Source: an optimization exercise on an open RTL-to-GDS flow (aim: small area, a short achievable clock period and few clock cycles). Production flows keep margins and buffers that such runs may drop. RTL that was checked went through simulation tests only; none was proved equivalent to the original. For runs 2 to 4, only the layout was checked, not whether the RTL still works. No activity file was given, so power comes from the tool's default toggle rates.

==> flow/config.mk <==
export PLATFORM = sky130hd
export DESIGN_NAME = adc_scan_block_averager_core
export DESIGN_NICKNAME = adc_scan_block_averager_core
export VERILOG_FILES = /design/flow/design.v
export SDC_FILE = /design/flow/constraint.sdc
export NUM_CORES = 4
export LEC_CHECK = 0
export CAP_MARGIN = 20
export CORE_MARGIN = 2
export CORE_UTILIZATION = 50
export CTS_CLUSTER_DIAMETER = 80
export CTS_CLUSTER_SIZE = 24
export SETUP_SLACK_MARGIN = 2.0
export SLEW_MARGIN = 20
==> flow/constraint.sdc <==
create_clock -name core_clock -period 7.0 [get_ports {clk}]
set_input_delay 1.4000 -clock core_clock [delete_from_list [all_inputs] [get_ports {clk}]]
set_output_delay 1.4000 -clock core_clock [all_outputs]
set_load 0.01 [all_outputs]
==> flow/design.v <==
package asba_pkg;
  localparam int ADC_W   = 12;
  localparam int SUM_W   = 20;
  localparam int CNT_W   = 8;
  localparam int SLOT_W  = 3;
  localparam int CHAN_W  = 3;
  localparam int UV_W    = 28;
  localparam int SCALE_W = 24;
  localparam int PROD_W  = ADC_W + SCALE_W;
  localparam int UV_SHIFT = 8;
  localparam int CFG_W   = 24;
  localparam int CFG_IDX_W = 3;
  localparam int DIV_CNT_W = 5;
  localparam logic [1:0] OP_START  = 2'd0;
  localparam logic [1:0] OP_RESULT = 2'd1;
  localparam logic [1:0] OP_STOP   = 2'd2;
  localparam logic [1:0] KIND_REQ  = 2'd0;
  localparam logic [1:0] KIND_AVG  = 2'd1;
  localparam logic [1:0] KIND_DONE = 2'd2;
  localparam logic [CFG_IDX_W-1:0] REG_SLOT_COUNT    = 3'd0;
  localparam logic [CFG_IDX_W-1:0] REG_CHANNEL_MAP   = 3'd1;
  localparam logic [CFG_IDX_W-1:0] REG_FILTER_LEN    = 3'd2;
  localparam logic [CFG_IDX_W-1:0] REG_ROUNDS_NEEDED = 3'd3;
  localparam logic [CFG_IDX_W-1:0] REG_SCALE_Q8      = 3'd4;
  localparam logic [3:0]         RST_SLOT_COUNT    = 4'd2;
  localparam logic [23:0]        RST_CHANNEL_MAP   = 24'd60;
  localparam logic [CNT_W-1:0]   RST_FILTER_LEN    = 8'd10;
  localparam logic [CNT_W-1:0]   RST_ROUNDS_NEEDED = 8'd20;
  localparam logic [SCALE_W-1:0] RST_SCALE_Q8      = 24'd156250;
  localparam logic [CNT_W-1:0] RND_MAX = 8'd255;
  typedef struct packed {
    logic [3:0]         slot_count;
    logic [23:0]        channel_map;
    logic [CNT_W-1:0]   filter_len;
    logic [CNT_W-1:0]   rounds_needed;
    logic [SCALE_W-1:0] scale_q8;
  } asba_cfg_t;
  typedef struct packed {
    logic              clear;
    logic              wr_latest;
    logic              acc;
    logic              take;
    logic              div_step;
    logic              mul;
    logic              load_out;
    logic [1:0]        kind;
    logic              last;
    logic [SLOT_W-1:0] idx;
  } asba_cmd_t;
  typedef struct packed {
    logic fire;
    logic round_short;
    logic out_free;
  } asba_sts_t;
endpackage
module adc_scan_block_averager_core #(
  parameter int MAX_SLOTS = 8,
  parameter int CODE_BITS = 12
) (
  input  logic        clk,
  input  logic        rst_n,
  input  logic        in_valid,
  output logic        in_ready,
  input  logic [1:0]  in_opcode,
  input  logic [11:0] in_adc_code,
  output logic        out_valid,
  input  logic        out_ready,
  output logic [1:0]  out_kind,
  output logic [2:0]  out_slot,
  output logic [2:0]  out_chan,
  output logic [11:0] out_avg_code,
  output logic [27:0] out_microvolts,
  output logic        out_last,
  input  logic        cfg_we,
  input  logic [2:0]  cfg_index,
  input  logic [23:0] cfg_wdata
);
  localparam int ROWS = 2;
  localparam int NS   = 12 / ROWS;
  logic [3:0]  sc_r;
  logic [2:0]  nm1;       
  logic [23:0] map_r;
  logic [7:0]  flen_r;
  logic [7:0]  f1_r;      
  logic [7:0]  f2_r;      
  logic [7:0]  rn_r;
  logic [23:0] scale_r;
  logic [25:0] s3_r;      
  always_ff @(posedge clk) begin
    if (!rst_n) begin
      sc_r    <= 4'd2;
      nm1     <= 3'd1;
      map_r   <= 24'd60;
      flen_r  <= 8'd10;
      f1_r    <= 8'd9;
      f2_r    <= 8'd8;
      rn_r    <= 8'd20;
      scale_r <= 24'd156250;
    end else if (cfg_we) begin
      case (cfg_index)
        3'd0: begin
          sc_r <= cfg_wdata[3:0];
          nm1  <= (cfg_wdata[3:0] == 4'd0) ? 3'd0 :
                  (cfg_wdata[3:0] > 4'd8) ? 3'd7 : 3'(cfg_wdata[3:0] - 4'd1);
        end
        3'd1: map_r   <= cfg_wdata[23:0];
        3'd2: begin
          flen_r <= cfg_wdata[7:0];
          f1_r   <= (cfg_wdata[7:0] == 8'd0) ? 8'd0 : cfg_wdata[7:0] - 8'd1;
          f2_r   <= (cfg_wdata[7:0] <= 8'd1) ? 8'd0 : cfg_wdata[7:0] - 8'd2;
        end
        3'd3: rn_r    <= cfg_wdata[7:0];
        3'd4: scale_r <= cfg_wdata[23:0];
        default: ;
      endcase
    end
  end
  always_ff @(posedge clk) s3_r <= 26'(scale_r) + {1'b0, scale_r, 1'b0};
  logic [11:0] latest_r [8];
  logic [19:0] sum_r    [8];
  logic [7:0]  cnt_r    [8];
  logic [7:0]  rnd_r    [8];
  logic [7:0]  zsc_r;
  logic [7:0]  zr_r;
  logic [7:0]  pend_r;
  logic       running_r;
  logic [2:0] pos_r;
  logic [7:0] posoh_r;   
  logic       rstd_r;    
  logic       fm_r;      
  logic       spec_r;    
  logic       wact_r;    
  logic       dirty_r;   
  logic       all_done_r;
  logic        ov_r;
  logic [1:0]  ok_r;
  logic [2:0]  os_r;
  logic [2:0]  oc_r;
  logic [11:0] oa_r;
  logic [27:0] ou_s;      
  logic [27:0] ou_c;      
  logic        ou_k;
  logic        ol_r;
  logic roundend;
  assign roundend = pos_r >= nm1;
  logic acc, is_start, is_stop, is_res, res_run, rend;
  assign in_ready = !ov_r && !fm_r && !rstd_r && !(dirty_r && roundend);
  assign acc      = in_valid && in_ready;
  assign is_start = in_opcode == 2'd0;
  assign is_res   = in_opcode == 2'd1;
  assign is_stop  = in_opcode == 2'd2;
  assign res_run  = acc && is_res && running_r;
  assign rend     = res_run && roundend;
  logic [7:0]  rsel;
  logic [11:0] r_lat;
  logic [19:0] r_sum;
  logic [7:0]  r_cnt;
  logic        r_pend;
  assign rsel = posoh_r;
  always_comb begin
    r_lat  = '0;
    r_sum  = '0;
    r_cnt  = '0;
    r_pend = 1'b0;
    for (int i = 0; i < 8; i++) begin
      r_lat  = r_lat | (latest_r[i] & {12{rsel[i]}});
      r_sum  = r_sum | (sum_r[i] & {20{rsel[i] & ~zsc_r[i]}});
      r_cnt  = r_cnt | (cnt_r[i] & {8{rsel[i] & ~zsc_r[i]}});
      r_pend = r_pend | (pend_r[i] & rsel[i]);
    end
  end
  logic [11:0] r_add;
  logic [11:0] r_x;
  logic [19:0] r_c;      
  logic [7:0]  r_cc;     
  logic [19:0] r_s;      
  logic [7:0]  r_div;    
  logic        r_fire;
  assign r_add  = (wact_r || r_pend) ? r_lat : 12'd0;
  assign r_x    = wact_r ? 12'd0 : in_adc_code;
  assign r_c    = r_sum + 20'(r_add);
  assign r_cc   = r_cnt + 8'(r_pend);
  always_comb begin
    logic [19:0] a, b, u, v;
    a = 20'(r_add);
    b = 20'(r_x);
    u = r_sum ^ a ^ b;
    v = ((r_sum & a) | (r_sum & b) | (a & b)) << 1;
    r_s = u + v;
  end
  assign r_div  = r_cc + 8'd1;
  assign r_fire = r_cnt >= (r_pend ? f2_r : f1_r);
  logic [7:0] act_v, done_v;
  logic       all_done;
  always_comb begin
    for (int i = 0; i < 8; i++) begin
      act_v[i]  = 3'(i) <= nm1;
      done_v[i] = zr_r[i] ? (rn_r == 8'd0) : (rnd_r[i] >= rn_r);
    end
    all_done = &(done_v | ~act_v);
  end
  logic       cv;
  logic [1:0] ckind;
  logic [2:0] cslot;
  logic [2:0] cchan;
  logic [2:0] pos_inc;
  assign pos_inc = pos_r + 3'd1;
  logic fire_e;
  assign cv    = acc && (is_start || (is_res && running_r && !(roundend && fire_e)));
  assign ckind = (in_opcode[0] && roundend && all_done_r) ? 2'd2 : 2'd0;
  assign cslot = (in_opcode[0] && !roundend) ? pos_inc : 3'd0;
  logic [2:0] chan_nx;   
  always_comb begin
    chan_nx = '0;
    for (int i = 0; i < 7; i++) chan_nx = chan_nx | (map_r[3*(i+1) +: 3] & {3{posoh_r[i]}});
  end
  assign cchan = !in_opcode[0] ? map_r[2:0] :
                 !roundend ? chan_nx :
                 all_done_r ? 3'd0 : map_r[2:0];
  logic adv;
  assign adv = !ov_r || out_ready;
  logic        pv   [NS+1];
  logic [2:0]  ptag [NS+1];
  logic [7:0]  pr   [NS+1];
  logic [11:0] px   [NS+1];
  logic [7:0]  nr   [NS];
  logic [11:0] nx   [NS];
  logic        mv   [NS+1];
  logic [7:0]  c_sh;
  logic [7:0]  csm1;     
  logic [7:0]  csm2;     
  logic        ceq;      
  logic        feed;
  logic        busy;    
  logic        ld_avg;
  logic ld_now;
  logic full_up [NS+1];   
  assign ceq    = r_cnt == (r_pend ? csm2 : csm1);
  logic [7:0] nm1oh;
  logic [7:0] l_cnt;
  logic       l_pend;
  logic       fire_last_r;
  logic       ceq_last_r;
  logic [7:0] csm1_d, csm2_d;
  always_comb begin
    l_cnt  = '0;
    l_pend = 1'b0;
    for (int i = 0; i < 8; i++) begin
      nm1oh[i] = nm1 == 3'(i);
      l_cnt    = l_cnt | (cnt_r[i] & {8{nm1oh[i] & ~zsc_r[i]}});
      l_pend   = l_pend | (pend_r[i] & nm1oh[i]);
    end
  end
  always_ff @(posedge clk) begin
    fire_last_r <= l_cnt >= (l_pend ? f2_r : f1_r);
    ceq_last_r  <= l_cnt == (l_pend ? csm2_d : csm1_d);
  end
  logic a_fire, a_ceq;
  assign a_fire = roundend ? (fire_last_r && pos_r == nm1) : r_fire;
  assign a_ceq  = roundend ? ceq_last_r : ceq;
  assign ld_now = rend && spec_r && pv[NS] && adv && (!a_fire || a_ceq);
  assign ld_avg = (fm_r || ld_now) && adv && pv[NS];
  always_comb begin
    full_up[NS] = 1'b1;
    for (int j = NS - 1; j >= 0; j--) full_up[j] = full_up[j+1] && pv[j+1];
    mv[NS] = ld_avg;
    for (int j = NS - 1; j >= 0; j--) mv[j] = pv[j] && (!full_up[j] || ld_avg);
    busy = 1'b0;
    for (int j = 0; j <= NS; j++) busy = busy | pv[j];
  end
  always_comb begin
    logic [8:0] t;
    logic [9:0] d;
    for (int j = 0; j < NS; j++) begin
      nr[j] = pr[j];
      nx[j] = px[j];
      for (int k = 0; k < ROWS; k++) begin
        t = {nr[j], nx[j][11]};
        d = {1'b0, t} - {2'b0, c_sh};
        nr[j] = d[9] ? t[7:0] : d[7:0];
        nx[j] = {nx[j][10:0], ~d[9]};
      end
    end
  end
  logic s0_free, c_ok;
  logic feed_arr, spec_fail, feed_walk, wstep, wlast;
  assign s0_free   = !pv[0] || mv[0];
  assign c_ok      = !busy || a_ceq;
  assign feed_arr  = res_run && spec_r && a_fire && (pos_r <= nm1) && s0_free && c_ok;
  assign spec_fail = res_run && a_fire && (pos_r <= nm1) && !(s0_free && c_ok);
  assign wstep     = wact_r && (!r_fire || (s0_free && (!busy || ceq)));
  assign feed_walk = wstep && r_fire;
  assign wlast     = pos_r == nm1;
  assign feed = feed_arr || feed_walk;
  assign csm1_d = feed ? r_cc : csm1;
  assign csm2_d = feed ? r_cc - 8'd1 : csm2;
  logic flush;
  assign flush = (acc && (is_start || is_stop)) || cfg_we;
  logic fast;
  assign fast   = spec_r && !spec_fail;
  assign fire_e = !fast || busy || (a_fire && pos_r <= nm1);
  always_ff @(posedge clk) begin
    if (feed) begin
      pr[0]   <= r_s[19:12];
      px[0]   <= r_s[11:0];
      ptag[0] <= rsel[1] ? 3'd1 : rsel[2] ? 3'd2 : rsel[3] ? 3'd3 : rsel[4] ? 3'd4 :
                 rsel[5] ? 3'd5 : rsel[6] ? 3'd6 : rsel[7] ? 3'd7 : 3'd0;
      c_sh    <= r_div;
      csm1    <= csm1_d;
      csm2    <= csm2_d;
    end
    for (int j = 0; j < NS; j++) begin
      if (mv[j]) begin
        pr[j+1]   <= nr[j];
        px[j+1]   <= nx[j];
        ptag[j+1] <= ptag[j];
      end
    end
  end
  always_ff @(posedge clk) begin
    if (!rst_n || flush || (rend && !fast)) begin
      for (int j = 0; j <= NS; j++) pv[j] <= 1'b0;
    end else begin
      pv[0] <= feed || (pv[0] && !mv[0]);
      for (int j = 0; j < NS; j++) pv[j+1] <= mv[j] || (pv[j+1] && !mv[j+1]);
    end
  end
  function automatic void csa(input logic [35:0] a, input logic [35:0] b,
                              input logic [35:0] c, output logic [35:0] s,
                              output logic [35:0] cy);
    s  = a ^ b ^ c;
    cy = ((a & b) | (a & c) | (b & c)) << 1;
  endfunction
  logic [11:0] q;
  logic [35:0] pv_s, pv_c;
  logic        lo_cy;    
  assign lo_cy = (9'(pv_s[7:0]) + 9'(pv_c[7:0])) >> 8 != 9'd0;
  assign q = px[NS];
  always_comb begin
    logic [35:0] pp [6];
    logic [35:0] l1 [4];
    logic [35:0] l2 [3];
    logic [35:0] l3 [2];
    logic [25:0] m;
    for (int k = 0; k < 6; k++) begin
      case (q[2*k +: 2])
        2'd0: m = 26'd0;
        2'd1: m = 26'(scale_r);
        2'd2: m = {1'b0, scale_r, 1'b0};
        default: m = s3_r;
      endcase
      pp[k] = 36'(m) << (2 * k);
    end
    csa(pp[0], pp[1], pp[2], l1[0], l1[1]);
    csa(pp[3], pp[4], pp[5], l1[2], l1[3]);
    csa(l1[0], l1[1], l1[2], l2[0], l2[1]);
    l2[2] = l1[3];
    csa(l2[0], l2[1], l2[2], l3[0], l3[1]);
    pv_s = l3[0];
    pv_c = l3[1];
  end
  logic [2:0] etag;
  logic [7:0] eoh;       
  logic [7:0] e_rnd;
  assign etag = ptag[NS];
  always_comb begin
    e_rnd = '0;
    for (int i = 0; i < 8; i++) begin
      eoh[i] = etag == 3'(i);
      e_rnd  = e_rnd | (rnd_r[i] & {8{eoh[i] & ~zr_r[i]}});
    end
  end
  always_ff @(posedge clk) begin
    for (int i = 0; i < 8; i++) begin
      if (res_run && posoh_r[i]) begin
        latest_r[i] <= in_adc_code;
        sum_r[i]    <= r_c;
        cnt_r[i]    <= r_cc;
      end
      if (ld_avg && eoh[i]) begin
        rnd_r[i] <= (e_rnd == 8'hFF) ? e_rnd : e_rnd + 8'd1;
      end
    end
  end
  always_ff @(posedge clk) begin
    if (!rst_n) begin
      zsc_r  <= '1;
      zr_r   <= '1;
      pend_r <= '0;
    end else if (acc && is_start) begin
      zsc_r  <= '1;
      zr_r   <= '1;
      pend_r <= '0;
    end else begin
      for (int i = 0; i < 8; i++) begin
        if (ld_avg && eoh[i]) begin
          zsc_r[i]  <= 1'b1;
          pend_r[i] <= 1'b0;
        end else if (rend && act_v[i] && fast) begin
          zsc_r[i]  <= posoh_r[i] ? 1'b0 : zsc_r[i];
          pend_r[i] <= 1'b1;
        end else if (res_run && posoh_r[i]) begin
          zsc_r[i]  <= 1'b0;
          pend_r[i] <= 1'b0;
        end else if (wstep && posoh_r[i] && !r_fire) begin
          pend_r[i] <= 1'b1;
        end
        if (ld_avg && eoh[i]) zr_r[i] <= 1'b0;
      end
    end
  end
  logic ld_fin;
  assign ld_fin = fm_r && adv && !wact_r && !busy;
  always_ff @(posedge clk) begin
    if (!rst_n) begin
      running_r <= 1'b0;
      pos_r     <= '0;
      posoh_r   <= 8'd1;
      rstd_r    <= 1'b1;
      fm_r      <= 1'b0;
      spec_r    <= 1'b1;
      wact_r    <= 1'b0;
      dirty_r   <= 1'b1;
      all_done_r <= 1'b0;
      ov_r      <= 1'b0;
      oa_r      <= '0;
      ou_s      <= '0;
      ou_c      <= '0;
      ou_k      <= 1'b0;
    end else begin
      rstd_r     <= 1'b0;
      dirty_r    <= cfg_we || (acc && is_start) || rend || fm_r;
      all_done_r <= all_done;
      if (acc) begin
        if (is_start) begin
          running_r <= 1'b1;
          pos_r     <= '0;
          posoh_r   <= 8'd1;
          spec_r    <= 1'b1;
        end else if (is_stop) begin
          running_r <= 1'b0;
        end else if (res_run) begin
          if (!roundend) begin
            pos_r   <= pos_inc;
            posoh_r <= {posoh_r[6:0], 1'b0};
            if (spec_fail) spec_r <= 1'b0;
          end else begin
            pos_r   <= '0;
            posoh_r <= 8'd1;
            spec_r  <= 1'b1;
            if (fire_e) begin
              fm_r <= 1'b1;
              if (!fast) wact_r <= 1'b1;
            end else if (all_done_r) begin
              running_r <= 1'b0;
            end
          end
        end
      end
      if (cfg_we && pos_r != 3'd0) spec_r <= 1'b0;
      if (wstep) begin
        if (wlast) begin
          wact_r  <= 1'b0;
          pos_r   <= '0;
          posoh_r <= 8'd1;
        end else begin
          pos_r   <= pos_inc;
          posoh_r <= {posoh_r[6:0], 1'b0};
        end
      end
      if (ld_fin) begin
        fm_r <= 1'b0;
        if (all_done) running_r <= 1'b0;
      end
      if (ld_avg) begin
        ov_r <= 1'b1;
        ok_r <= 2'd1;
        os_r <= etag;
        oc_r <= map_r[3*etag +: 3];
        oa_r <= q;
        ou_s <= pv_s[35:8];
        ou_c <= pv_c[35:8];
        ou_k <= lo_cy;
        ol_r <= 1'b0;
      end else if (ld_fin) begin
        ov_r <= 1'b1;
        ok_r <= all_done ? 2'd2 : 2'd0;
        os_r <= '0;
        oc_r <= all_done ? 3'd0 : map_r[2:0];
        oa_r <= '0;
        ou_s <= '0;
        ou_c <= '0;
        ou_k <= 1'b0;
        ol_r <= 1'b1;
      end else if (cv && !out_ready) begin
        ov_r <= 1'b1;
        ok_r <= ckind;
        os_r <= cslot;
        oc_r <= cchan;
        oa_r <= '0;
        ou_s <= '0;
        ou_c <= '0;
        ou_k <= 1'b0;
        ol_r <= 1'b1;
      end else if (out_ready) begin
        ov_r <= 1'b0;
      end
    end
  end
  assign out_valid      = ov_r || cv;
  assign out_kind       = ov_r ? ok_r : ckind;
  assign out_slot       = ov_r ? os_r : cslot;
  assign out_chan       = ov_r ? oc_r : cchan;
  assign out_avg_code   = oa_r;
  logic [28:0] uv_sum;
  assign uv_sum         = {ou_s, 1'b1} + {ou_c, ou_k};
  assign out_microvolts = uv_sum[28:1];
  assign out_last       = ov_r ? ol_r : 1'b1;
endmodule
==> flow/run.sh <==
#!/bin/bash
# synth_recipe.tcl (not shown) runs the flow's synth.tcl, then flattens the netlist and writes it again
# the make line also repeats each setting of config.mk as NAME=value (left out here)
make -C /OpenROAD-flow-scripts/flow DESIGN_CONFIG=/design/flow/config.mk WORK_HOME=/design/flow/orfs CLKGATE_MAP_FILE= SYNTH_SCRIPT=/design/flow/synth_recipe.tcl finish
==> results of run 1 <==
[synthesized netlist by cell type, types with 11 or more instances]
library cell / count
sky130_fd_sc_hd__edfxtp_1: 570
sky130_fd_sc_hd__nand2_1: 298
sky130_fd_sc_hd__ha_1: 285
sky130_fd_sc_hd__a22oi_1: 237
sky130_fd_sc_hd__inv_1: 234
sky130_fd_sc_hd__dfxtp_1: 222
sky130_fd_sc_hd__nor2_1: 196
sky130_fd_sc_hd__a21oi_1: 194
sky130_fd_sc_hd__o21ai_0: 173
sky130_fd_sc_hd__mux2_2: 170
sky130_fd_sc_hd__clkbuf_1: 166
sky130_fd_sc_hd__xnor2_1: 136
sky130_fd_sc_hd__a22o_1: 131
sky130_fd_sc_hd__fa_1: 116
sky130_fd_sc_hd__a21o_1: 73
sky130_fd_sc_hd__nor2b_1: 65
sky130_fd_sc_hd__mux2i_1: 64
sky130_fd_sc_hd__nand2b_1: 57
sky130_fd_sc_hd__nand3_1: 53
sky130_fd_sc_hd__nor3_1: 50
sky130_fd_sc_hd__xor2_1: 42
sky130_fd_sc_hd__and2_1: 32
sky130_fd_sc_hd__nand4_1: 31
sky130_fd_sc_hd__a31oi_1: 28
sky130_fd_sc_hd__and3_1: 23
sky130_fd_sc_hd__and3b_1: 19
sky130_fd_sc_hd__a221oi_1: 16
sky130_fd_sc_hd__o21bai_1: 16
sky130_fd_sc_hd__buf_1: 14
sky130_fd_sc_hd__nor4_1: 14
sky130_fd_sc_hd__buf_2: 13
sky130_fd_sc_hd__o21a_1: 13
sky130_fd_sc_hd__a222oi_1: 12
sky130_fd_sc_hd__a2111oi_0: 11
sky130_fd_sc_hd__a211oi_1: 11
sky130_fd_sc_hd__a31o_2: 11
[timing repair]
item	4_1_cts	5_1_grt
gates cloned	0	2
endpoints found under the hold margin	0	0
setup endpoints to repair	140	137
pin swaps	20	72
gates resized for setup	110	126
setup buffers	35	35
[final timing paths]
path,cells after the start,end,from,slack (ps)
worst min-delay path,0,px[5][7],px[4][5],420
worst min register to register,0,px[5][7],px[4][5],420
worst max-delay path,7,out_valid,in_valid,2120
worst max register to register,27,pr[2][6],c_sh[1],2210
[logic make-up (layout without fill, tap and decap cells)]
| logic type | Yosys count | in the layout | synth area share |
|---|---|---|---|
| buffers and inverters | 435 | 576 | 0.0376 |
| AND/OR/NAND/NOR | 897 | 899 | 0.0986 |
| XOR/XNOR | 179 | 179 | 0.0352 |
| AO/OA/AOI/OAI | 1002 | 1002 | 0.154 |
| multiplexers | 242 | 242 | 0.0611 |
| adder cells (fa/ha/maj) | 401 | 401 | 0.132 |
| flip-flops | 792 | 792 | 0.482 |
[final cells by class]
class | instances | share of cell area
multi-input cells | 2723 | 0.446
well taps | 1165 | 0.0292
clock buffers | 54 | 0.0232
flip-flops and latches | 792 | 0.432
clock inverters | 18 | 0.00483
repair buffers | 267 | 0.0466
inverters | 237 | 0.0181
[routing by layer]
metal | vias to the layer above | share of wire | GRT usage | routed length, um
li1 | 14800 | - | - | -
met1 | 15600 | 0.46 | 0.368 | 54300
met2 | 939 | 0.47 | 0.419 | 55400
met3 | 166 | 0.055 | 0.0268 | 6560
met4 | 2 | 0.022 | 0.0619 | 2600
met5 | - | 0.00011 | 0 | 13
[sequential cells by signal (all words and copies together) (netlist names), 12 cells and up]
register / flops
cnt_r: 64
s3_r: 26
map_r: 24
ptag: 21
latest_r: 96
px: 84
scale_r: 24
ou_c: 28
ou_s: 28
sum_r: 160
oa_r: 12
rnd_r: 64
pr: 48
[worst max-delay path, delay by kind of cell]
kind | cells | cell delay, ps
compound gates | 2 | 370
buf+inv | 2 | 1050
simple gates | 3 | 650
[power by group through the flow]
stage	clock [mW]	combinational, mW	sequential [mW]
after CTS	2.99	0.499	5.05
after detailed placement	0	0.496	5.15
final	2.91	0.499	5.05
after floorplan	0	0.338	5.12
after global placement	0	0.490	5.15
after global routing	3.14	0.559	5.05
==> results.rst, run 1 <==
.. list-table::
   :header-rows: 1

   * - Metric
     - Value
   * - Cell with the largest stage delay on the worst path
     - sky130_fd_sc_hd__clkdlybuf4s50_1
   * - Floorplan die width
     - 303 um
   * - Hold crit path type
     - flop to flop
   * - Fillers
     - 7604
   * - Global Route Usage Sum
     - 0.256
   * - Number of H-tree branching levels
     - 2
   * - Final cell area excluding filler cells
     - 50000 um^2
   * - Most repeated library cell on the critical path
     - sky130_fd_sc_hd__clkdlybuf4s50_1
   * - Class of the most critical setup path
     - input port to primary output
   * - Remaining antenna violation count
     - 0
   * - DPL Wire Length
     - 80.0 mm
   * - Max Clock Skew
     - 37.3 ps
   * - Average cell area after synthesis
     - 11.3 um^2
   * - Net total in the final layout
     - 4512
   * - Clk network pwr share
     - 0.344
   * - Most common cell after layout, fill and taps aside
     - sky130_fd_sc_hd__edfxtp_1
   * - Library cell with the largest summed area after synthesis
     - sky130_fd_sc_hd__edfxtp_1
   * - Netlist cell types
     - 86
   * - Post-route setup TNS
     - 0 ps
   * - Worst-Skew Late Latency
     - 630 ps
   * - Flops & latches, synth
     - 792
   * - Placeable Area
     - 88500 um^2
   * - Final count of pins violating max slew
     - 0
   * - Drt via density
     - 6.01
   * - Slew of the pin with the lowest slew margin
     - 1170 ps
   * - Number of DRC violations after detailed-routing iteration 0
     - 2540
   * - Cell Area, Synth
     - 44800 um^2
   * - Yosys warning total
     - 17
   * - Num ports
     - 97
   * - Post-route worst setup slack
     - 2120 ps
   * - Fraction of power consumed by combinational cells
     - 0.059
   * - Final hold violations
     - 0
   * - Number of sinks handled by clock tree synthesis
     - 792
   * - Die outline area
     - 91900 um^2
   * - Post-CTS Hold Buffers
     - 0
   * - Status
     - timing/DRC/antenna clean
   * - Power spent charging and discharging nets
     - 1.97 mW
   * - Number of port buffers
     - 96
   * - Number of antenna cells inserted
     - 0
   * - Final worst path period share
     - 0.698
   * - Internal
     - 6.49 mW
   * - Via count of the first global-routing pass
     - 30800
   * - Endpoint kind of the worst setup timing path
     - primary output
   * - Synth top area share
     - 0.382
   * - Post-route non-filler standard cell count
     - 5256
   * - Power per unit of standard cell area
     - 169 nW/um^2
   * - CTS max path bufs
     - 3
   * - Placed Cells
     - 5111
   * - Starting density of the core
     - 0.506
   * - Wire length of the first global-routing pass
     - 183 mm
   * - Leakage power
     - 19.5 nW
   * - Antenna violations before repair
     - 4
   * - Maximum number of pins on one net before global-route repair
     - 70
   * - Critical-path cell list
     - clkdlybuf4s50_1 > nor4b_4 > o21ai_2 > nor3_4 > a21oi_1 > nand2b_1 > clkdlybuf4s50_1
   * - Clock-pin slew of the registers on the worst-case setup and hold paths
     - 90 ps
   * - Crit path DAT
     - 3480 ps
   * - Worst hold margin
     - 418 ps
   * - Number of enable flip-flop cells after synthesis
     - 570
   * - Main synth FF type
     - sky130_fd_sc_hd__edfxtp_1
   * - Mapped Nets
     - 4395
   * - Final Setup Violations
     - 0
   * - Die H
     - 303 um
   * - Wire length after detailed routing
     - 119 mm
   * - CP Launch Type
     - input port
   * - Top post-synthesis cells by area
     - sky130_fd_sc_hd__edfxtp_1, sky130_fd_sc_hd__dfxtp_1, sky130_fd_sc_hd__ha_1
   * - CTS Root Buffer Type
     - sky130_fd_sc_hd__clkbuf_16
   * - Drt wl/cell
     - 22.6 um
   * - Net Sw Frac
     - 0.233
   * - Maximum cell stage delay along the critical path
     - 530 ps
   * - Combined area of the multi-input logic cells
     - 22300 um^2
   * - Share of the core filled with cells
     - 0.564
   * - Peak VDD IR
     - 0.199 mV
   * - Total area of sequential cells
     - 21600 um^2
   * - Shortest clock period the worst path allows after layout
     - 4880 ps
   * - Seq/Total Area, Yosys
     - 0.482
   * - Post-Synthesis Cells
     - 3948
   * - Maximum Capacitance Violations
     - 0
   * - Most frequent cells in the layout
     - sky130_fd_sc_hd__edfxtp_1, sky130_fd_sc_hd__nand2_1, sky130_fd_sc_hd__ha_1
   * - Top fanout value on the critical path
     - 7
   * - DP Worst Slack
     - 757 ps
   * - Worst max-slew margin expressed relative to the limit
     - 0.218
   * - Clock tree from TritonCTS
     - built
   * - Crit path required time
     - 5600 ps
   * - Unrepaired setup endpoints after global routing
     - true
   * - Placed cell areas
     - 47200 um^2
   * - Proportion of power drawn by flip-flops and latches
     - 0.597
   * - Maximum achievable frequency
     - 0.205 GHz
   * - Overall Power
     - 8.46 mW
   * - Share of synthesized registers carrying an async set or reset
     - 0
   * - Number of design rule violations left after detail routing
     - 0
   * - Routed via count
     - 31600
   * - Fraction of layout instances using a drive strength above 1
     - 0.148
   * - Global route overflow
     - 0
   * - Total number of placement rows
     - 109
   * - Number of CTS-inserted buffers
     - 44
   * - RePlAce Congestion
     - 0.849
   * - Area added between synthesis and finish
     - 11.6%
   * - Number of iterations in the first detailed-routing pass
     - 6
Testbench counts, summed over its fixed seeds: cycles 9,084.
==> run 2: changes to the inputs <==
--- a/flow/design.v
+++ b/flow/design.v
@@ -207,5 +207,7 @@
   assign pos_inc = pos_r + 3'd1;
   logic fire_e;
-  assign cv    = acc && (is_start || (is_res && running_r && !(roundend && fire_e)));
+  logic ok_res;
+  assign ok_res = in_ready && running_r && !(roundend && fire_e);
+  assign cv    = in_valid && ((is_start && in_ready) || (is_res && ok_res));
   assign ckind = (in_opcode[0] && roundend && all_done_r) ? 2'd2 : 2'd0;
   assign cslot = (in_opcode[0] && !roundend) ? pos_inc : 3'd0;
@@ -299,5 +301,8 @@
   logic fast;
   assign fast   = spec_r && !spec_fail;
-  assign fire_e = !fast || busy || (a_fire && pos_r <= nm1);
+  logic s0_free_e, fail_e;
+  assign s0_free_e = !pv[0] || !full_up[0] || (spec_r && pv[NS] && adv && (!a_fire || a_ceq));
+  assign fail_e    = a_fire && (pos_r <= nm1) && !(s0_free_e && c_ok);
+  assign fire_e    = !spec_r || fail_e || busy || (a_fire && pos_r <= nm1);
   always_ff @(posedge clk) begin
     if (feed) begin
==> results.rst, run 2 <==
.. list-table::
   :header-rows: 1

   * - Metric
     - Value
   * - Status
     - timing/DRC/antenna clean
   * - CP Launch Type
     - flop
   * - Top fanout value on the critical path
     - 5 (-2)
   * - Unrepaired setup endpoints after global routing
     - true
   * - Share of synthesized registers carrying an async set or reset
     - 0 (unchanged)
   * - Worst R2R Path Depth
     - 26 (-3.7%)
   * - Worst max-slew margin expressed relative to the limit
     - 0.218 (about the same)
   * - Crit path required time
     - 5600 ps (about the same)
   * - Library cell with the largest summed area after synthesis
     - sky130_fd_sc_hd__edfxtp_1
   * - Starting density of the core
     - 0.503 (-0.00268)
   * - Seq/Total Area, Yosys
     - 0.477 (-0.00477)
   * - Maximum Capacitance Violations
     - 0 (unchanged)
   * - Post-Synthesis Cells
     - 4086 (+3.5%)
   * - Main synth FF type
     - sky130_fd_sc_hd__edfxtp_1
   * - Met2 demand-to-capacity share in global routing
     - 0.453 (+0.0345)
   * - Clk network pwr share
     - 0.358 (+0.014)
   * - Wire length of the first global-routing pass
     - 190 mm (+3.9%)
   * - Most common cell after layout, fill and taps aside
     - sky130_fd_sc_hd__edfxtp_1
   * - Most frequent cells in the layout
     - sky130_fd_sc_hd__edfxtp_1, sky130_fd_sc_hd__nor2_1, sky130_fd_sc_hd__nand2_1
   * - DPL Wire Length
     - 84.3 mm (+5.4%)
   * - Final Setup Violations
     - 0 (unchanged)
   * - Shortest clock period the worst path allows after layout
     - 5170 ps (+288 ps)
   * - Leakage power
     - 19.7 nW (+1.0%)
   * - Wire length after detailed routing
     - 125 mm (+5.0%)
   * - Remaining antenna violation count
     - 0 (unchanged)
   * - CTS max path bufs
     - 3 (unchanged)
   * - Fraction of power consumed by combinational cells
     - 0.059 (about the same)
   * - Maximum achievable frequency
     - 0.193 GHz (-5.6%)
   * - Maximum number of pins on one net before global-route repair
     - 96 (+37%)
   * - Worst path depth
     - 15 (+8)
   * - Hold crit path type
     - flop to flop
   * - Total number of placement rows
     - 110 (+0.92%)
   * - Antenna violations before repair
     - 5 (+1)
   * - Largest Register
     - sum_r
   * - Crit path DAT
     - 3770 ps (+290 ps)
   * - Post-CTS Hold Buffers
     - 0 (unchanged)
   * - Power per unit of standard cell area
     - 168 nW/um^2 (-0.60%)
   * - Number of H-tree branching levels
     - 2 (unchanged)
   * - Cell with the most instances after synthesis
     - sky130_fd_sc_hd__edfxtp_1
   * - Power spent charging and discharging nets
     - 2.05 mW (+4.0%)
   * - Number of CTS-inserted buffers
     - 47 (+6.8%)
   * - Number of iterations in the first detailed-routing pass
     - 10 (+4)
   * - Top post-synthesis cells by area
     - sky130_fd_sc_hd__edfxtp_1, sky130_fd_sc_hd__dfxtp_1, sky130_fd_sc_hd__ha_1
   * - Final hold violations
     - 0 (unchanged)
   * - Proportion of power drawn by flip-flops and latches
     - 0.583 (-0.014)
   * - Most repeated library cell on the critical path
     - sky130_fd_sc_hd__buf_4
   * - Met1 demand-to-capacity share in global routing
     - 0.342 (-0.0263)
   * - Critical-path cell list
     - buf_4 > and3b_1 > a2111oi_1 > and3_1 > inv_1 > ha_1 > o21ai_0 > o21ai_1 > o41ai_2 > buf_4 > o2111ai_4 > a21bo_2 > a21oi_4 > or2_4 > buf_6
   * - Floorplan die width
     - 305 um (+0.49%)
   * - Final worst path period share
     - 0.739 (+0.0412)
   * - Global route overflow
     - 0 (unchanged)
   * - Global Route Usage Sum
     - 0.262 (+0.00520)
   * - Cell with the largest stage delay on the worst path
     - sky130_fd_sc_hd__a2111oi_1
   * - Number of sinks handled by clock tree synthesis
     - 792 (unchanged)
   * - CTS Root Buffer Type
     - sky130_fd_sc_hd__clkbuf_16
   * - Peak VDD IR
     - 0.230 mV (+16%)
   * - Largest registers ranked by flip-flop count
     - sum_r: 160 flops, latest_r: 96 flops, px: 84 flops
   * - Clock tree from TritonCTS
     - built
   * - Via count of the first global-routing pass
     - 32300 (+4.7%)
   * - Final count of pins violating max slew
     - 0 (unchanged)
   * - Share of the core filled with cells
     - 0.572 (+0.00750)
   * - Number of port buffers
     - 96 (unchanged)
   * - Flops & latches, synth
     - 792 (unchanged)
   * - RePlAce Congestion
     - 0.874 (+3.0%)
   * - Average cell area after synthesis
     - 11.1 um^2 (-2.4%)
   * - Cells on Worst Hold Path
     - 0 (unchanged)
   * - Layer with the highest usage after global routing
     - met2
   * - Flip-flop count of the largest register, all copies and words added
     - 160 (unchanged)
   * - Number of design rule violations left after detail routing
     - 0 (unchanged)
   * - Drt wl/cell
     - 22.8 um (+0.95%)
   * - Area added between synthesis and finish
     - 13.7%
   * - Kind of cell adding the most delay to the critical path
     - compound AO/OA/AOI/OAI gates
   * - Routed via count
     - 32900 (+4.2%)
   * - Netlist cell types
     - 83 (-3.5%)
   * - Number of enable flip-flop cells after synthesis
     - 570 (unchanged)
   * - Clock-pin slew of the registers on the worst-case setup and hold paths
     - 100 ps (about the same)
   * - Fraction of layout instances using a drive strength above 1
     - 0.164 (+0.0165)
   * - Endpoint kind of the worst setup timing path
     - primary output
   * - Synth top area share
     - 0.379 (-0.00379)
   * - Mapped Nets
     - 4533 (+3.1%)
   * - Die H
     - 305 um (+0.49%)
   * - Class of the most critical setup path
     - flop to primary output
   * - Net total in the final layout
     - 4701 (+4.2%)
   * - Drt via density
     - 6.02 (+0.19%)
   * - Number of DRC violations after detailed-routing iteration 0
     - 2664 (+4.9%)
   * - Num ports
     - 97 (unchanged)
   * - Max Clock Skew
     - 26.7 ps (-10.6 ps)
   * - Internal
     - 6.60 mW (+1.8%)
   * - Met3 layer usage reported by global route
     - 0.0305 (+0.00361)
   * - Worst-Skew Late Latency
     - 630 ps (about the same)
   * - Maximum cell stage delay along the critical path
     - 450 ps (-80 ps)
   * - List of most frequent post-synthesis cells
     - sky130_fd_sc_hd__edfxtp_1, sky130_fd_sc_hd__nor2_1, sky130_fd_sc_hd__nand2_1
   * - Slew of the pin with the lowest slew margin
     - 1160 ps (-6.38 ps)
   * - Placeable Area
     - 89900 um^2 (+1.5%)
   * - Net Sw Frac
     - 0.236 (+0.00387)
   * - Die outline area
     - 92800 um^2 (+0.99%)
   * - Yosys warning total
     - 17 (unchanged)
   * - Cell Area, Synth
     - 45200 um^2 (+1.0%)
   * - Post-route setup TNS
     - 0 ps (unchanged)
   * - Combined buffer and inverter count along the critical path
     - 4 (+2)
==> run 2: changes by cell type in the layout (fill, tap and decap cells not counted), moves of 14 or more <==
| cell | previous run | this run |
|---|---|---|
| sky130_fd_sc_hd__a21oi_1 | 174 | 233 |
| sky130_fd_sc_hd__a22o_1 | 131 | 96 |
| sky130_fd_sc_hd__a22oi_1 | 237 | 269 |
| sky130_fd_sc_hd__buf_4 | 156 | 208 |
| sky130_fd_sc_hd__nor2_1 | 194 | 291 |
| sky130_fd_sc_hd__o21ai_0 | 132 | 118 |
==> run 2: kinds of logic (layout without fill, tap and decap cells) <==
logic type                 count (synthesis)  count (layout)  share of synthesized area
DFF                                      792             792                      0.477
other                                      0               2                          0
muxes                                    242             242                     0.0599
buffers and inverters                    448             646                     0.0376
and+or+nand+nor                          976             976                      0.103
adders and majority gates                402             402                      0.130
xor gates and xnor gates                 169             169                     0.0333
AOI/OAI and AO/OA                       1057            1061                      0.159
==> run 2: final timing paths <==
path / startpoint / endpoint / slack [ps]
setup / recovery: posoh_r[2] / out_valid / 1830
hold / removal: px[2][4] / px[3][6] / 410
setup reg to reg: c_sh[1] / pr[1][6] / 2110
hold reg to reg: px[2][4] / px[3][6] / 410
==> run 2: repair_timing <==
item	in CTS	in global routing
pin swaps	37	89
endpoints found under the setup margin	168	185
resized for setup	141	148
setup buffers	50	84
gates cloned	3	4
==> run 2: per-stage QoR <==
step           instances  cell area (um^2)  hold slack, ps  setup WS [ps]  power (mW)
2_1_floorplan       4086             45400             364           2000        5.47
3_3_place_gp        5240             47700             401           1110        5.65
3_5_place_dp        5240             47700             405           1100        5.65
4_1_cts             5376             50200             422           1690        8.71
5_1_grt             5466             51400             426           1760        8.93
6_report            5466             51400             415           1830        8.65
==> run 2: layout make-up <==
class | instances | area, um^2
fill | 7641 | 38500
multi-input combinational | 2850 | 23000
sequential | 792 | 21600
timing repair buffer | 323 | 2850
tap | 1176 | 1470
clock buffer | 57 | 1260
inverter | 240 | 920
clock inverter | 26 | 308
antenna | 2 | 5.00
==> run 2: routing by layer <==
metal / part of all wire / vias up
li1: - / 15400
met1: 0.42 / 16200
met2: 0.49 / 1010
met3: 0.052 / 234
met4: 0.032 / 6
met5: 0.00036 / -
==> run 2: power by group through the flow <==
stage	registers [mW]	clock network (mW)	logic (mW)
2_1_floorplan	5.12	0	0.347
3_3_place_gp	5.15	0	0.497
3_5_place_dp	5.15	0	0.500
4_1_cts	5.04	3.15	0.511
5_1_grt	5.05	3.31	0.575
6_report	5.04	3.09	0.513
==> run 3: changes to the inputs <==
--- a/flow/design.v
+++ b/flow/design.v
@@ -223,5 +223,5 @@
   assign adv = !ov_r || out_ready;
   logic        pv   [NS+1];
-  logic [2:0]  ptag [NS+1];
+  logic [7:0]  fed_r;    
   logic [7:0]  pr   [NS+1];
   logic [11:0] px   [NS+1];
@@ -231,5 +231,4 @@
   logic [7:0]  c_sh;
   logic [7:0]  csm1;     
-  logic [7:0]  csm2;     
   logic        ceq;      
   logic        feed;
@@ -238,5 +237,5 @@
   logic ld_now;
   logic full_up [NS+1];   
-  assign ceq    = r_cnt == (r_pend ? csm2 : csm1);
+  assign ceq    = r_cc == csm1;
   logic [7:0] nm1oh;
   logic [7:0] l_cnt;
@@ -244,5 +243,5 @@
   logic       fire_last_r;
   logic       ceq_last_r;
-  logic [7:0] csm1_d, csm2_d;
+  logic [7:0] csm1_d;
   always_comb begin
     l_cnt  = '0;
@@ -256,5 +255,5 @@
   always_ff @(posedge clk) begin
     fire_last_r <= l_cnt >= (l_pend ? f2_r : f1_r);
-    ceq_last_r  <= l_cnt == (l_pend ? csm2_d : csm1_d);
+    ceq_last_r  <= l_cnt + 8'(l_pend) == csm1_d;
   end
   logic a_fire, a_ceq;
@@ -296,5 +295,4 @@
   assign feed = feed_arr || feed_walk;
   assign csm1_d = feed ? r_cc : csm1;
-  assign csm2_d = feed ? r_cc - 8'd1 : csm2;
   logic flush;
   assign flush = (acc && (is_start || is_stop)) || cfg_we;
@@ -309,9 +307,6 @@
       pr[0]   <= r_s[19:12];
       px[0]   <= r_s[11:0];
-      ptag[0] <= rsel[1] ? 3'd1 : rsel[2] ? 3'd2 : rsel[3] ? 3'd3 : rsel[4] ? 3'd4 :
-                 rsel[5] ? 3'd5 : rsel[6] ? 3'd6 : rsel[7] ? 3'd7 : 3'd0;
       c_sh    <= r_div;
       csm1    <= csm1_d;
-      csm2    <= csm2_d;
     end
     for (int j = 0; j < NS; j++) begin
@@ -319,5 +314,4 @@
         pr[j+1]   <= nr[j];
         px[j+1]   <= nx[j];
-        ptag[j+1] <= ptag[j];
       end
     end
@@ -326,5 +320,7 @@
     if (!rst_n || flush || (rend && !fast)) begin
       for (int j = 0; j <= NS; j++) pv[j] <= 1'b0;
+      fed_r <= '0;
     end else begin
+      fed_r <= (fed_r & ~(eoh & {8{ld_avg}})) | (rsel & {8{feed}});
       pv[0] <= feed || (pv[0] && !mv[0]);
       for (int j = 0; j < NS; j++) pv[j+1] <= mv[j] || (pv[j+1] && !mv[j+1]);
@@ -368,5 +364,8 @@
   logic [7:0] eoh;       
   logic [7:0] e_rnd;
-  assign etag = ptag[NS];
+  always_comb begin
+    etag = 3'd0;
+    for (int i = 7; i >= 0; i--) if (fed_r[i]) etag = 3'(i);
+  end
   always_comb begin
     e_rnd = '0;
==> results.rst, run 3 <==
.. list-table::
   :header-rows: 1

   * - Metric
     - Value
   * - Wire length of the first global-routing pass
     - 184 mm (-3.2%)
   * - Remaining antenna violation count
     - 0 (unchanged)
   * - Endpoint kind of the worst setup timing path
     - primary output
   * - Xor/xnor cell area share of the yosys netlist
     - 0.0329 (-0.000433)
   * - CTS max path bufs
     - 3 (unchanged)
   * - Post-synthesis mux area share
     - 0.0581 (-0.00181)
   * - CTS Root Buffer Type
     - sky130_fd_sc_hd__clkbuf_16
   * - Peak VDD IR
     - 0.266 mV (+16%)
   * - Crit path required time
     - 5600 ps (about the same)
   * - Area added between synthesis and finish
     - 13.0%
   * - Num ports
     - 97 (unchanged)
   * - Power spent charging and discharging nets
     - 2.01 mW (-1.8%)
   * - Worst hold margin
     - 420 ps (+5.36 ps)
   * - Synth top area share
     - 0.366 (-0.0127)
   * - Drt wl/cell
     - 22.3 um (-2.2%)
   * - Die outline area
     - 91200 um^2 (-1.8%)
   * - Worst max-slew margin expressed relative to the limit
     - 0.277 (+0.0582)
   * - Number of design rule violations left after detail routing
     - 0 (unchanged)
   * - Final worst path period share
     - 0.741 (+0.00218)
   * - Synth Area in Compound Gates
     - 0.160 (+0.000793)
   * - Flops & latches, synth
     - 771 (-2.7%)
   * - Maximum Capacitance Violations
     - 0 (unchanged)
   * - Top fanout value on the critical path
     - 5 (unchanged)
   * - Number of DRC violations after detailed-routing iteration 0
     - 2554 (-4.1%)
   * - Flip-flop count of the largest register, all copies and words added
     - 160 (unchanged)
   * - Number of port buffers
     - 96 (unchanged)
   * - Post-Synthesis Cells
     - 4045 (-1.0%)
   * - Fraction of power consumed by combinational cells
     - 0.060 (about the same)
   * - Most common cell after layout, fill and taps aside
     - sky130_fd_sc_hd__edfxtp_1
   * - Library cell with the largest summed area after synthesis
     - sky130_fd_sc_hd__edfxtp_1
   * - Routed via count
     - 32100 (-2.4%)
   * - Final hold violations
     - 0 (unchanged)
   * - Arithmetic-cell share of the synthesized area counting full adders, half adders and majority gates
     - 0.133 (+0.00244)
   * - Clock tree from TritonCTS
     - built
   * - Class of the most critical setup path
     - flop to primary output
   * - Floorplan die width
     - 302 um (-0.89%)
   * - Max Clock Skew
     - 51.3 ps (+24.6 ps)
   * - Final count of pins violating max slew
     - 0 (unchanged)
   * - Via count of the first global-routing pass
     - 31400 (-2.6%)
   * - Yosys warning total
     - 16 (-1)
   * - Net Sw Frac
     - 0.238 (+0.00128)
   * - Largest Register
     - sum_r
   * - Number of CTS-inserted buffers
     - 46 (-2.1%)
   * - Mapped Nets
     - 4493 (-0.88%)
   * - Status
     - timing/DRC/antenna clean
   * - Unrepaired setup endpoints after global routing
     - true
   * - Proportion of power drawn by flip-flops and latches
     - 0.580 (-0.003)
   * - List of most frequent post-synthesis cells
     - sky130_fd_sc_hd__edfxtp_1, sky130_fd_sc_hd__nor2_1, sky130_fd_sc_hd__nand2_1
   * - Cell with the largest stage delay on the worst path
     - sky130_fd_sc_hd__or4_4
   * - Power per unit of standard cell area
     - 168 nW/um^2 (about the same)
   * - Fraction of layout instances using a drive strength above 1
     - 0.158 (-0.00667)
   * - Slew of the pin with the lowest slew margin
     - 1080 ps (-86.2 ps)
   * - Main synth FF type
     - sky130_fd_sc_hd__edfxtp_1
   * - Cell with the most instances after synthesis
     - sky130_fd_sc_hd__edfxtp_1
   * - Average cell area after synthesis
     - 11.0 um^2 (-0.80%)
   * - Internal
     - 6.44 mW (-2.5%)
   * - Most frequent cells in the layout
     - sky130_fd_sc_hd__edfxtp_1, sky130_fd_sc_hd__nor2_1, sky130_fd_sc_hd__nand2_1
   * - Clk network pwr share
     - 0.360 (+0.002)
   * - Maximum number of pins on one net before global-route repair
     - 81 (-16%)
   * - Netlist cell types
     - 83 (unchanged)
   * - Maximum achievable frequency
     - 0.193 GHz (-0.29%)
   * - Number of enable flip-flop cells after synthesis
     - 541 (-5.1%)
   * - Final Setup Violations
     - 0 (unchanged)
   * - Post-CTS Hold Buffers
     - 0 (unchanged)
   * - Number of H-tree branching levels
     - 2 (unchanged)
   * - Crit path DAT
     - 3790 ps (+20 ps)
   * - Placeable Area
     - 88200 um^2 (-1.8%)
   * - Number of iterations in the first detailed-routing pass
     - 6 (-4)
   * - Clock-pin slew of the registers on the worst-case setup and hold paths
     - 100 ps (about the same)
   * - Global route overflow
     - 0 (unchanged)
   * - Net total in the final layout
     - 4621 (-1.7%)
   * - Simple-gate portion of the synthesized area
     - 0.107 (+0.00408)
   * - Share of synthesized registers carrying an async set or reset
     - 0 (unchanged)
   * - Starting density of the core
     - 0.503 (about the same)
   * - RePlAce Congestion
     - 0.861 (-1.5%)
   * - Post-route setup TNS
     - 0 ps (unchanged)
   * - Drt via density
     - 5.98 (-0.66%)
   * - Global Route Usage Sum
     - 0.259 (-0.00298)
   * - Die H
     - 302 um (-0.89%)
   * - Wire length after detailed routing
     - 120 mm (-3.9%)
   * - Largest registers ranked by flip-flop count
     - sum_r: 160 flops, latest_r: 96 flops, px: 84 flops
   * - Maximum cell stage delay along the critical path
     - 560 ps (+110 ps)
   * - Cell Area, Synth
     - 44400 um^2 (-1.8%)
   * - Antenna violations before repair
     - 2 (-3)
   * - Shortest clock period the worst path allows after layout
     - 5190 ps (+15.3 ps)
   * - Top post-synthesis cells by area
     - sky130_fd_sc_hd__edfxtp_1, sky130_fd_sc_hd__dfxtp_1, sky130_fd_sc_hd__ha_1
   * - Number of sinks handled by clock tree synthesis
     - 771 (-2.7%)
   * - Hold crit path type
     - flop to flop
   * - DPL Wire Length
     - 81.2 mm (-3.7%)
   * - Largest family of logic cells by synthesized area
     - compound AO/OA/AOI/OAI gates
   * - Seq/Total Area, Yosys
     - 0.470 (-0.00728)
   * - Leakage power
     - 19.4 nW (-1.5%)
   * - Worst-Skew Late Latency
     - 640 ps (about the same)
   * - CP Launch Type
     - flop
   * - Fillers
     - 7517 (-1.6%)
   * - Total number of placement rows
     - 109 (-0.91%)
   * - Critical-path cell list
     - nor2b_4 > a22o_1 > or4_4 > inv_2 > ha_4 > nand2b_4 > a21o_1 > a21oi_1 > o211ai_1 > a31oi_2 > nand3_2 > a21bo_2 > a21oi_4 > or2_4 > buf_6
## run 3: final timing paths
| check | from | endpoint | slack (ps) | depth (start not counted) |
|---|---|---|---|---|
| worst max-delay path | posoh_r[0] | out_valid | 1810 | 15 |
| worst min-delay path | px[2][1] | px[3][3] | 420 | 0 |
| worst max register to register | c_sh[1] | pr[1][2] | 2080 | 27 |
| worst min register to register | px[2][1] | px[3][3] | 420 | 0 |
## run 3: layout make-up
cell class | count | area (um^2) | share of cell area
multi-input combinational | 2820 | 22800 | 0.455
sequential | 771 | 20900 | 0.417
timing repair buffer | 289 | 2530 | 0.0505
tap | 1165 | 1460 | 0.0291
clock buffer | 55 | 1230 | 0.0245
inverter | 245 | 933 | 0.0186
clock inverter | 23 | 308 | 0.00614
antenna | 1 | 2.50 | 0.0000499
## run 3: routing by layer
layer	global-route usage	routed length, um	vias to the layer above
met5	0	0	-
met4	0.0636	2720	0
met3	0.0287	5910	162
met2	0.441	57800	872
met1	0.354	53500	15900
li1	-	-	15200
## run 3: logic make-up (layout without fill, tap and decap cells)
| family | Yosys count | count (layout) |
|---|---|---|
| other cells | 0 | 1 |
| xor+xnor | 158 | 158 |
| mux | 235 | 235 |
| compound gates | 1029 | 1033 |
| fa+ha+maj | 402 | 402 |
| simple gates | 992 | 992 |
| flops | 771 | 771 |
| buf+inv | 458 | 612 |
## run 3: per-stage QoR
| step | instance area (um^2) | instances | power [mW] | util | setup WS (ps) |
|---|---|---|---|---|---|
| 6_report | 50200 | 5369 | 8.45 | 0.569 | 1810 |
| 2_1_floorplan | 44600 | 4045 | 5.32 | - | 1820 |
| 3_5_place_dp | 46800 | 5170 | 5.50 | 0.531 | 1000 |
| 4_1_cts | 49000 | 5282 | 8.51 | 0.555 | 1760 |
| 3_3_place_gp | 46800 | 5170 | 5.50 | 0.531 | 1090 |
| 5_1_grt | 50200 | 5369 | 8.73 | 0.569 | 1680 |
## run 3: power by group through the flow
stage	Clock (mW)	Combinational [mW]	Sequential (mW)
6_report	3.04	0.505	4.90
5_1_grt	3.25	0.571	4.91
4_1_cts	3.11	0.502	4.90
3_5_place_dp	0	0.494	5.01
3_3_place_gp	0	0.488	5.01
2_1_floorplan	0	0.348	4.98
## run 3: worst max-delay path, delay by kind of cell, from the launching register on
family	cells	cell delay (ps)
AOI/OAI and AO/OA	7	1310
adders and majority gates	1	190
buffers and inverters	2	180
DFF	1	380
and+or+nand+nor	5	1080
## run 3: timing repair
action                                  4_1_cts  5_1_grt
setup buffers                                34       81
resized for setup                           123      105
endpoints found under the setup margin      183      159
gates cloned                                  0        4
pin swaps                                    32       82
==> run 4: changes to the inputs <==
--- a/flow/design.v
+++ b/flow/design.v
@@ -207,7 +207,5 @@
   assign pos_inc = pos_r + 3'd1;
   logic fire_e;
-  logic ok_res;
-  assign ok_res = in_ready && running_r && !(roundend && fire_e);
-  assign cv    = in_valid && ((is_start && in_ready) || (is_res && ok_res));
+  assign cv    = acc && (is_start || (is_res && running_r && !(roundend && fire_e)));
   assign ckind = (in_opcode[0] && roundend && all_done_r) ? 2'd2 : 2'd0;
   assign cslot = (in_opcode[0] && !roundend) ? pos_inc : 3'd0;
@@ -299,8 +297,5 @@
   logic fast;
   assign fast   = spec_r && !spec_fail;
-  logic s0_free_e, fail_e;
-  assign s0_free_e = !pv[0] || !full_up[0] || (spec_r && pv[NS] && adv && (!a_fire || a_ceq));
-  assign fail_e    = a_fire && (pos_r <= nm1) && !(s0_free_e && c_ok);
-  assign fire_e    = !spec_r || fail_e || busy || (a_fire && pos_r <= nm1);
+  assign fire_e = !fast || busy || (a_fire && pos_r <= nm1);
   always_ff @(posedge clk) begin
     if (feed) begin
==> results.rst, run 4 <==
.. list-table::
   :header-rows: 1

   * - Metric
     - Value
   * - Flip-flop count of the largest register, all copies and words added
     - 160 (unchanged)
   * - Wire length of the first global-routing pass
     - 183 mm (-0.74%)
   * - Peak VDD IR
     - 0.183 mV (-31%)
   * - Remaining antenna violation count
     - 0 (unchanged)
   * - Slew of the pin with the lowest slew margin
     - 1100 ps (+25.3 ps)
   * - Synth Area in Compound Gates
     - 0.163 (+0.00300)
   * - Via count of the first global-routing pass
     - 30500 (-2.8%)
   * - Kind of cell adding the most delay to the critical path
     - compound AO/OA/AOI/OAI gates
   * - Maximum Capacitance Violations
     - 0 (unchanged)
   * - R2r endpoint
     - pr[4][6]
   * - Share of synthesized registers carrying an async set or reset
     - 0 (unchanged)
   * - Most frequent cells in the layout
     - sky130_fd_sc_hd__edfxtp_1, sky130_fd_sc_hd__nand2_1, sky130_fd_sc_hd__ha_1
   * - Library cell with the largest summed area after synthesis
     - sky130_fd_sc_hd__edfxtp_1
   * - Cell with the largest stage delay on the worst path
     - sky130_fd_sc_hd__or4_4
   * - Combined buffer and inverter count along the critical path
     - 2 (unchanged)
   * - Fraction of layout instances using a drive strength above 1
     - 0.155 (-0.00276)
   * - Cell Area, Synth
     - 44300 um^2 (-0.25%)
   * - Post-route setup TNS
     - 0 ps (unchanged)
   * - Drt via density
     - 6.02 (+0.68%)
   * - Placed cell areas
     - 46700 um^2 (-0.35%)
   * - Crit path DAT
     - 3870 ps (+80 ps)
   * - Post-synthesis mux area share
     - 0.0577 (-0.000449)
   * - Final hold violations
     - 0 (unchanged)
   * - Unrepaired setup endpoints after global routing
     - true
   * - Most common cell after layout, fill and taps aside
     - sky130_fd_sc_hd__edfxtp_1
   * - Number of enable flip-flop cells after synthesis
     - 541 (unchanged)
   * - Cell with the most instances after synthesis
     - sky130_fd_sc_hd__edfxtp_1
   * - Maximum achievable frequency
     - 0.190 GHz (-1.6%)
   * - RePlAce Congestion
     - 0.887 (+3.0%)
   * - R2R Setup Slk
     - 2170 ps (+90 ps)
   * - Final count of pins violating max slew
     - 0 (unchanged)
   * - Power per unit of standard cell area
     - 171 nW/um^2 (+1.3%)
   * - Maximum number of pins on one net before global-route repair
     - 70 (-14%)
   * - Flops & latches, synth
     - 771 (unchanged)
   * - CTS max path bufs
     - 3 (unchanged)
   * - Die outline area
     - 91000 um^2 (-0.24%)
   * - Final worst path period share
     - 0.753 (+0.0117)
   * - Number of CTS-inserted buffers
     - 46 (unchanged)
   * - Placed Cells
     - 5078 (-1.8%)
   * - Critical-path cell list
     - and2b_2 > a22o_1 > or4_4 > inv_2 > ha_4 > nand2b_4 > a21o_1 > a21oi_2 > o21ai_1 > a31o_2 > a211oi_4 > o21ai_1 > a21oi_2 > or2_4 > buf_6
   * - CP Launch Type
     - flop
   * - Largest registers ranked by flip-flop count
     - sum_r: 160 flops, latest_r: 96 flops, px: 84 flops
   * - Worst R2R Path Depth
     - 27 (unchanged)
   * - Share of the core filled with cells
     - 0.564 (-0.00426)
   * - Worst-Skew Late Latency
     - 650 ps (about the same)
   * - Clock tree from TritonCTS
     - built
   * - DPL Wire Length
     - 82.6 mm (+1.7%)
   * - Worst hold margin
     - 425 ps (+5.37 ps)
   * - Final cell area excluding filler cells
     - 49700 um^2 (-0.90%)
   * - Final Setup Violations
     - 0 (unchanged)
   * - Simple-gate portion of the synthesized area
     - 0.101 (-0.00603)
   * - Max Clock Skew
     - 42.3 ps (-8.99 ps)
   * - Number of DRC violations after detailed-routing iteration 0
     - 2693 (+5.4%)
   * - CTS Root Buffer Type
     - sky130_fd_sc_hd__clkbuf_16
   * - Netlist cell types
     - 95 (+14%)
   * - Post-CTS Hold Buffers
     - 0 (unchanged)
   * - Top fanout value on the critical path
     - 4 (-1)
   * - Global route overflow
     - 0 (unchanged)
   * - Wire length after detailed routing
     - 120 mm (-0.34%)
   * - Number of iterations in the first detailed-routing pass
     - 8 (+2)
   * - Status
     - timing/DRC/antenna clean
   * - Number of design rule violations left after detail routing
     - 0 (unchanged)
   * - Worst setup path start
     - zsc_r[4]
   * - Num ports
     - 97 (unchanged)
   * - Number of sinks handled by clock tree synthesis
     - 771 (unchanged)
   * - Global Route Usage Sum
     - 0.258 (-0.000874)
   * - List of most frequent post-synthesis cells
     - sky130_fd_sc_hd__edfxtp_1, sky130_fd_sc_hd__nand2_1, sky130_fd_sc_hd__ha_1
   * - Post-route non-filler standard cell count
     - 5262 (-2.0%)
   * - Largest family of logic cells by synthesized area
     - compound AO/OA/AOI/OAI gates
   * - Yosys warning total
     - 16 (unchanged)
   * - Top post-synthesis cells by area
     - sky130_fd_sc_hd__edfxtp_1, sky130_fd_sc_hd__dfxtp_1, sky130_fd_sc_hd__ha_1
   * - Worst path depth
     - 15 (unchanged)
   * - Main synth FF type
     - sky130_fd_sc_hd__edfxtp_1
   * - Average cell area after synthesis
     - 11.3 um^2 (+2.5%)
   * - Placeable Area
     - 88100 um^2 (-0.15%)
   * - Synth top area share
     - 0.367 (+0.000910)
   * - Crit path required time
     - 5600 ps (about the same)
   * - Overall Power
     - 8.48 mW (+0.42%)
   * - Class of the most critical setup path
     - flop to primary output
   * - Drt wl/cell
     - 22.7 um (+1.7%)
   * - Xor/xnor cell area share of the yosys netlist
     - 0.0366 (+0.00373)
   * - Number of antenna cells inserted
     - 0 (-1)
   * - Maximum cell stage delay along the critical path
     - 510 ps (-50 ps)
   * - Area added between synthesis and finish
     - 12.2%
   * - Post-Synthesis Cells
     - 3935 (-2.7%)
   * - Post-route worst setup slack
     - 1730 ps (-81.8 ps)
   * - Number of H-tree branching levels
     - 2 (unchanged)
   * - Largest Register
     - sum_r
   * - Endpoint kind of the worst setup timing path
     - primary output
   * - Mapped Nets
     - 4383 (-2.4%)
   * - Arithmetic-cell share of the synthesized area counting full adders, half adders and majority gates
     - 0.133 (+0.000330)
   * - Antenna violations before repair
     - 1 (-1)
   * - Hold crit path type
     - flop to flop
   * - End point of the critical path
     - out_valid
   * - Number of port buffers
     - 96 (unchanged)
   * - Total number of placement rows
     - 109 (unchanged)
   * - Floorplan die width
     - 302 um (-0.12%)
   * - Clock-pin slew of the registers on the worst-case setup and hold paths
     - 100 ps (about the same)
   * - Net total in the final layout
     - 4515 (-2.3%)
   * - Routed via count
     - 31700 (-1.3%)
   * - Leakage power
     - 18.6 nW (-4.1%)
   * - DP Worst Slack
     - 1200 ps (+196 ps)
   * - Worst max-slew margin expressed relative to the limit
     - 0.265 (-0.0117)
   * - Seq/Total Area, Yosys
     - 0.471 (+0.00117)
   * - Launch point of the worst reg-to-reg path
     - c_sh[1]
   * - Starting density of the core
     - 0.503 (about the same)
   * - Shortest clock period the worst path allows after layout
     - 5270 ps (+81.8 ps)
   * - Die H
     - 302 um (-0.12%)
-- run 4: cell type report --
type	count	area (um^2)
clock buffer	53	1200
clock inverter	25	335
fill	7591	38400
inverter	236	897
multi-input combinational	2732	22500
sequential	771	20900
tap	1165	1460
timing repair buffer	280	2430
-- run 4: worst min path at each step --
stage	startpoint	to	slack (ps)	depth (start not counted)
2_1_floorplan	scale_r[0]	s3_r[0]	360	0
3_3_place_gp	px[4][9]	px[5][11]	400	0
3_5_place_dp	px[0][0]	px[1][2]	400	0
4_1_cts	px[4][8]	px[5][10]	430	0
5_1_grt	px[2][4]	px[3][6]	430	0
6_report	px[5][3]	px[6][5]	430	0
-- run 4: kinds of logic (layout without fill, tap and decap cells) --
family | after synthesis | after routing
fa+ha+maj | 402 | 402
buf+inv | 435 | 594
flops | 771 | 771
compound gates | 1022 | 1024
simple gates | 894 | 895
mux | 233 | 233
xor+xnor | 178 | 178
-- run 4: worst register-to-register path, cell delays in order, from the launching register on --
cell and delay [ps]:
sky130_fd_sc_hd__edfxtp_1 420, sky130_fd_sc_hd__clkinvlp_4 190, sky130_fd_sc_hd__buf_12 170, sky130_fd_sc_hd__buf_8 120, sky130_fd_sc_hd__buf_4 150, sky130_fd_sc_hd__ha_4 200
sky130_fd_sc_hd__nor2b_4 120, sky130_fd_sc_hd__o21ai_2 170, sky130_fd_sc_hd__a21boi_2 90, sky130_fd_sc_hd__o21ai_2 150, sky130_fd_sc_hd__a21boi_2 80, sky130_fd_sc_hd__o21ai_1 130
sky130_fd_sc_hd__nand2b_1 100, sky130_fd_sc_hd__a211o_4 370, sky130_fd_sc_hd__o21ai_4 150, sky130_fd_sc_hd__inv_1 50, sky130_fd_sc_hd__ha_1 260, sky130_fd_sc_hd__nor2b_2 160
sky130_fd_sc_hd__o21ai_2 190, sky130_fd_sc_hd__a21boi_2 80, sky130_fd_sc_hd__o21ai_1 140, sky130_fd_sc_hd__nand2b_1 80, sky130_fd_sc_hd__and2_4 160, sky130_fd_sc_hd__o21ai_2 120
sky130_fd_sc_hd__nand2b_1 110, sky130_fd_sc_hd__a21oi_4 210, sky130_fd_sc_hd__nand2_4 100, sky130_fd_sc_hd__mux2_4 330
-- run 4: per-layer routing --
metal | global-route usage | wire length (um)
met2 | 0.408 | 53900
met1 | 0.381 | 56400
met5 | 0 | 13
met4 | 0.0555 | 2470
met3 | 0.0308 | 6700
-- run 4: timing repair --
item,4_1_cts,5_1_grt
gates cloned,0,3
setup buffers,44,59
endpoints found under the setup margin,130,150
pin swaps,34,68
resized for setup,111,92
-- run 4: power by group --
part	switching [mW]	leakage, nW	internal [mW]
clock	1.69	0.752	1.35
combinational	0.300	11.3	0.233
sequential	0.0551	6.60	4.85

afterwards: timing with drivers on the ports:
The flow's constraints put no driver on any port. The routed layouts listed below were extracted and timed again, unchanged, in two steps.
Step 1: set_driving_cell puts a clkbuf_16 on clk and a buf_2 on each other input, an assumption about the parent block.
Step 2 adds t to the input delays and takes it off the output delays; t is the mean of the earliest and latest rising clock arrival at the registers after step 1. Input paths then give back, and output paths get back, about the clock's delay inside the block.
Three values: no drivers, after step 1, after step 2; two values: the first two.
run	shift t [ns]	setup slack, ns	latest minus earliest clock arrival (ns)	worst register clock-pin slew, ns
run 1	0.692	2.117 / 2.094 / 1.508	0.044 / 0.045	0.10 / 0.10
run 2	0.683	1.828 / 1.761 / 1.534	0.027 / 0.027	0.10 / 0.10
run 3	0.684	1.813 / 1.746 / 1.502	0.053 / 0.053	0.10 / 0.10
run 4	0.695	1.731 / 1.666 / 1.604	0.046 / 0.046	0.10 / 0.10
After both steps every run listed still meets setup and hold. For run 1, which loses most, drivers alone change the setup slack by -0.023 ns; drivers and shift together by -0.609 ns.
